This is an optimization exercise on Yosys and OpenROAD, whose aim is a short achievable clock period, not a production implementation. RTL that was checked went through simulation tests only; none was proved equivalent to the original. No driver is modelled on the clock port, so clocking that relies on it looks cheaper here than on a real chip. Power and IR drop assume default switching activity.

==> flow/design.v (excerpt) <==
module branch_predictor #(
  parameter int ENTRIES = 16,
  parameter int INDEX_W = 4
) (
  input  logic        clk_i,
  input  logic        rst_i,
  input  logic [31:0] fetch_pc_i,
  output logic [31:0] next_pc_o,
  output logic        pred_taken_o,
  output logic [31:0] pred_target_o,
  input  logic        mem_stall_i,
  input  logic        upd_valid_i,
  input  logic [31:0] upd_pc_i,
  input  logic        upd_taken_i,
  input  logic [31:0] upd_target_i,
  input  logic        upd_pred_taken_i,
  input  logic [31:0] upd_pred_target_i,
  output logic        mispredict_o,
  output logic [31:0] redirect_pc_o,
  output logic [31:0] branch_cnt_o,
  output logic [31:0] mispred_cnt_o
);
For scale: ~300 I/O pins, ~50000 sq um of cells after synthesis.
==> flow/config.mk <==
export PLATFORM = sky130hd
export DESIGN_NAME = branch_predictor
export DESIGN_NICKNAME = branch_predictor
export VERILOG_FILES = /design/flow/design.v
export SDC_FILE = /design/flow/constraint.sdc
export NUM_CORES = 4
export LEC_CHECK = 0
export ABC_CLOCK_PERIOD_IN_PS = 4000
export CAP_MARGIN = 20
export CORE_MARGIN = 2
export CORE_UTILIZATION = 40
export SETUP_SLACK_MARGIN = 2.5
export SLEW_MARGIN = 20
export SYNTH_HIERARCHICAL = 1
==> flow/constraint.sdc <==
create_clock -name core_clock -period 7.0 [get_ports {clk_i}]
set_input_delay 1.4000 -clock core_clock [delete_from_list [all_inputs] [get_ports {clk_i}]]
set_output_delay 1.4000 -clock core_clock [all_outputs]
set_load 0.01 [all_outputs]
standard.sh (not shown) runs the stock make flow with config.mk's settings and CLKGATE_MAP_FILE= SYNTH_SCRIPT=/design/flow/synth_recipe.tcl, a recipe that flattens the netlist after the stock synthesis.
==> flow/flow/run.sh <==
#!/bin/bash
# Standard layout, with the delay cells (clkdlybuf4s*, dlygate*, dlymetal*,
# dlybuf*) kept out of port buffering and timing repair. Synthesis is the
# standard one, run unchanged first; the later steps source flow/dont_use.tcl
# through ORFS's PRE_<step>_TCL hooks. Each tool's output goes to a log here.
set -euo pipefail
H="$PWD/flow/dont_use.tcl"
bash standard.sh synth > synth.log 2>&1
bash standard.sh \
  PRE_FLOORPLAN_TCL="$H" PRE_GLOBAL_PLACE_TCL="$H" PRE_RESIZE_TCL="$H" \
  PRE_DETAIL_PLACE_TCL="$H" PRE_CTS_TCL="$H" PRE_GLOBAL_ROUTE_TCL="$H" \
  PRE_DETAIL_ROUTE_TCL="$H" PRE_FILLCELL_TCL="$H" \
  finish > layout.log 2>&1
==> flow/flow/dont_use.tcl <==
# Keep delay cells out of port buffering and timing repair.
set_dont_use [get_lib_cells {sky130_fd_sc_hd__clkdlybuf4s* sky130_fd_sc_hd__dlygate* sky130_fd_sc_hd__dlymetal* sky130_fd_sc_hd__dlybuf*}]
==> next run, changes <==
--- a/flow/design.v
+++ b/flow/design.v
@@ -98,42 +98,41 @@
     bp_nand3 u_st (.a(idx_lo[i%4]), .b(idx_hi[i/4]), .c(valid_taken[i]), .y(st_n));
     bp_nor2  u_eh (.a(g), .b(sh_n), .y(eh));
     bp_nor2  u_et (.a(g), .b(st_n), .y(et));
     bp_nand4 u_nh (.a(e[0]), .b(e[1]), .c(e[2]), .d(eh), .y(fetch_nh[i]));
     bp_nand4 u_nt (.a(e[0]), .b(e[1]), .c(e[2]), .d(et), .y(fetch_nt[i]));
   end
-  logic [3:0] hq, tq;
-  logic [7:0] hit_c, take_c;
-  logic [1:0] tr0;
-  for (genvar j = 0; j < 4; j++) begin : g_q
-    bp_nand4 u_hq (.a(fetch_nh[4*j]), .b(fetch_nh[4*j+1]), .c(fetch_nh[4*j+2]), .d(fetch_nh[4*j+3]), .y(hq[j]));
-    bp_nand4 u_tq (.a(fetch_nt[4*j]), .b(fetch_nt[4*j+1]), .c(fetch_nt[4*j+2]), .d(fetch_nt[4*j+3]), .y(tq[j]));
-  end
-  for (genvar c = 0; c < 4; c++) begin : g_r
-    logic [1:0] hr, tr;
+  logic [3:0] hq [2];
+  logic [3:0] tq [2];
+  logic [1:0] hr [8];
+  logic [1:0] tr [8];
+  logic [1:0] tr_p;
+  for (genvar c = 0; c < 2; c++) begin : g_q
+    for (genvar j = 0; j < 4; j++) begin : g_j
+      bp_nand4 u_hq (.a(fetch_nh[4*j]), .b(fetch_nh[4*j+1]), .c(fetch_nh[4*j+2]), .d(fetch_nh[4*j+3]), .y(hq[c][j]));
+      bp_nand4 u_tq (.a(fetch_nt[4*j]), .b(fetch_nt[4*j+1]), .c(fetch_nt[4*j+2]), .d(fetch_nt[4*j+3]), .y(tq[c][j]));
+    end
+  end
+  for (genvar c = 0; c < 8; c++) begin : g_r
     for (genvar j = 0; j < 2; j++) begin : g_j
-      bp_nor2 u_hr (.a(hq[2*j]), .b(hq[2*j+1]), .y(hr[j]));
-      bp_nor2 u_tr (.a(tq[2*j]), .b(tq[2*j+1]), .y(tr[j]));
-    end
-    for (genvar d = 0; d < 2; d++) begin : g_c
-      bp_nand2 u_hit  (.a(hr[0]), .b(hr[1]), .y(hit_c[2*c+d]));
-      bp_nand2 u_take (.a(tr[0]), .b(tr[1]), .y(take_c[2*c+d]));
-    end
-  end
-  for (genvar j = 0; j < 2; j++) begin : g_tr0
-    bp_nor2 u_tr (.a(tq[2*j]), .b(tq[2*j+1]), .y(tr0[j]));
-  end
-  bp_nand2 u_taken (.a(tr0[0]), .b(tr0[1]), .y(pred_taken_o));
+      bp_nor2 u_hr (.a(hq[c/4][2*j]), .b(hq[c/4][2*j+1]), .y(hr[c][j]));
+      bp_nor2 u_tr (.a(tq[c/4][2*j]), .b(tq[c/4][2*j+1]), .y(tr[c][j]));
+    end
+  end
+  for (genvar j = 0; j < 2; j++) begin : g_tr_p
+    bp_nor2 u_tr (.a(tq[1][2*j]), .b(tq[1][2*j+1]), .y(tr_p[j]));
+  end
+  bp_nand2 u_taken (.a(tr_p[0]), .b(tr_p[1]), .y(pred_taken_o));
   logic [31:0] fetch_seq_n;
   bp_inc_n #(.W(30)) u_fetch_inc (.a_i(fetch_pc_i[31:2]), .yn_o(fetch_seq_n[31:2]));
   assign fetch_seq_n[1:0] = ~fetch_pc_i[1:0];
   for (genvar k = 0; k < 32; k++) begin : g_o
-    logic tn;
-    bp_nand2 u_tn   (.a(take_c[k/4]), .b(fetch_tgt[k]), .y(tn));
-    bp_o21ai u_next (.a1(take_c[k/4]), .a2(fetch_seq_n[k]), .b1(tn), .y(next_pc_o[k]));
-    bp_and2  u_ptgt (.a(hit_c[k/4]), .b(fetch_tgt[k]), .y(pred_target_o[k]));
+    logic v;
+    bp_a21oi u_v    (.a1(tr[k/4][0]), .a2(tr[k/4][1]), .b1(fetch_tgt[k]), .y(v));
+    bp_a31oi u_next (.a1(tr[k/4][0]), .a2(tr[k/4][1]), .a3(fetch_seq_n[k]), .b1(v), .y(next_pc_o[k]));
+    bp_a21oi u_ptgt (.a1(hr[k/4][0]), .a2(hr[k/4][1]), .b1(fetch_tgt_n[k]), .y(pred_target_o[k]));
   end
   assign mispredict_o  = upd_valid_i &&
                          ((upd_taken_i != upd_pred_taken_i) ||
                           (upd_taken_i && (upd_target_i != upd_pred_target_i)));
   logic [31:0] upd_seq_n;
   logic [31:0] upd_target_n;
@@ -246,12 +245,18 @@
 module bp_and2 (input logic a, input logic b, output logic y);
   assign y = a && b;
 endmodule
 module bp_a22oi (input logic a1, input logic a2, input logic b1, input logic b2, output logic y);
   assign y = !(a1 && a2 || b1 && b2);
 endmodule
+module bp_a21oi (input logic a1, input logic a2, input logic b1, output logic y);
+  assign y = !(a1 && a2 || b1);
+endmodule
+module bp_a31oi (input logic a1, input logic a2, input logic a3, input logic b1, output logic y);
+  assign y = !(a1 && a2 && a3 || b1);
+endmodule
 module bp_o21ai (input logic a1, input logic a2, input logic b1, output logic y);
   assign y = !((a1 || a2) && b1);
 endmodule
 module bp_mux2i (input logic s, input logic a1, input logic a0, output logic y);
   assign y = !(s ? a1 : a0);
 endmodule
Effect:
- global-route usage is higher by 0.70 points
- via count is higher by 3.3%
- cell area is higher by 3.0%
- maximum frequency is lower by 5.4%
- synthesized cell count is lower by 1.5%
- synthesized area is about the same
- clock power is lower by about 3%
- power is lower by 1.0%
- die area hardly moves
- worst setup slack is worse by 0.27 ns
- core utilization is higher by 1.5 points
- clock-buffer cell count is lower by 4
- cell count is higher by 1.1%
Function not checked in the second run of this note: the RTL went through the layout flow alone.

## afterwards: timing with drivers on the ports
The results above use ideal ports. As a check the final layouts listed here were re-extracted and re-timed, cells and wires unchanged.
Step 1: set_driving_cell puts a clkbuf_16 on clk_i and a buf_2 on each other input, an assumption about the parent block.
Step 2 also shifts input and output timing later by t, the mid clock arrival at the registers, as if the neighbouring blocks saw the same clock.
Three values: no drivers, after step 1, after step 2; two values: the first two.
| run | shift t [ns] | slack for setup (ns) | clock arrival spread, ns | worst data-port slew with drivers (ns) |
|---|---|---|---|---|
| the first run | 0.803 | 2.238 / 2.064 / 1.368 | 0.048 / 0.048 | 0.33 |
| the second run | 0.782 | 1.968 / 1.900 / 1.356 | 0.066 / 0.067 | 0.28 |
After both steps every run listed still meets setup and hold. For the first run, which loses most, drivers alone change the setup slack by -0.174 ns; drivers and shift together by -0.870 ns.
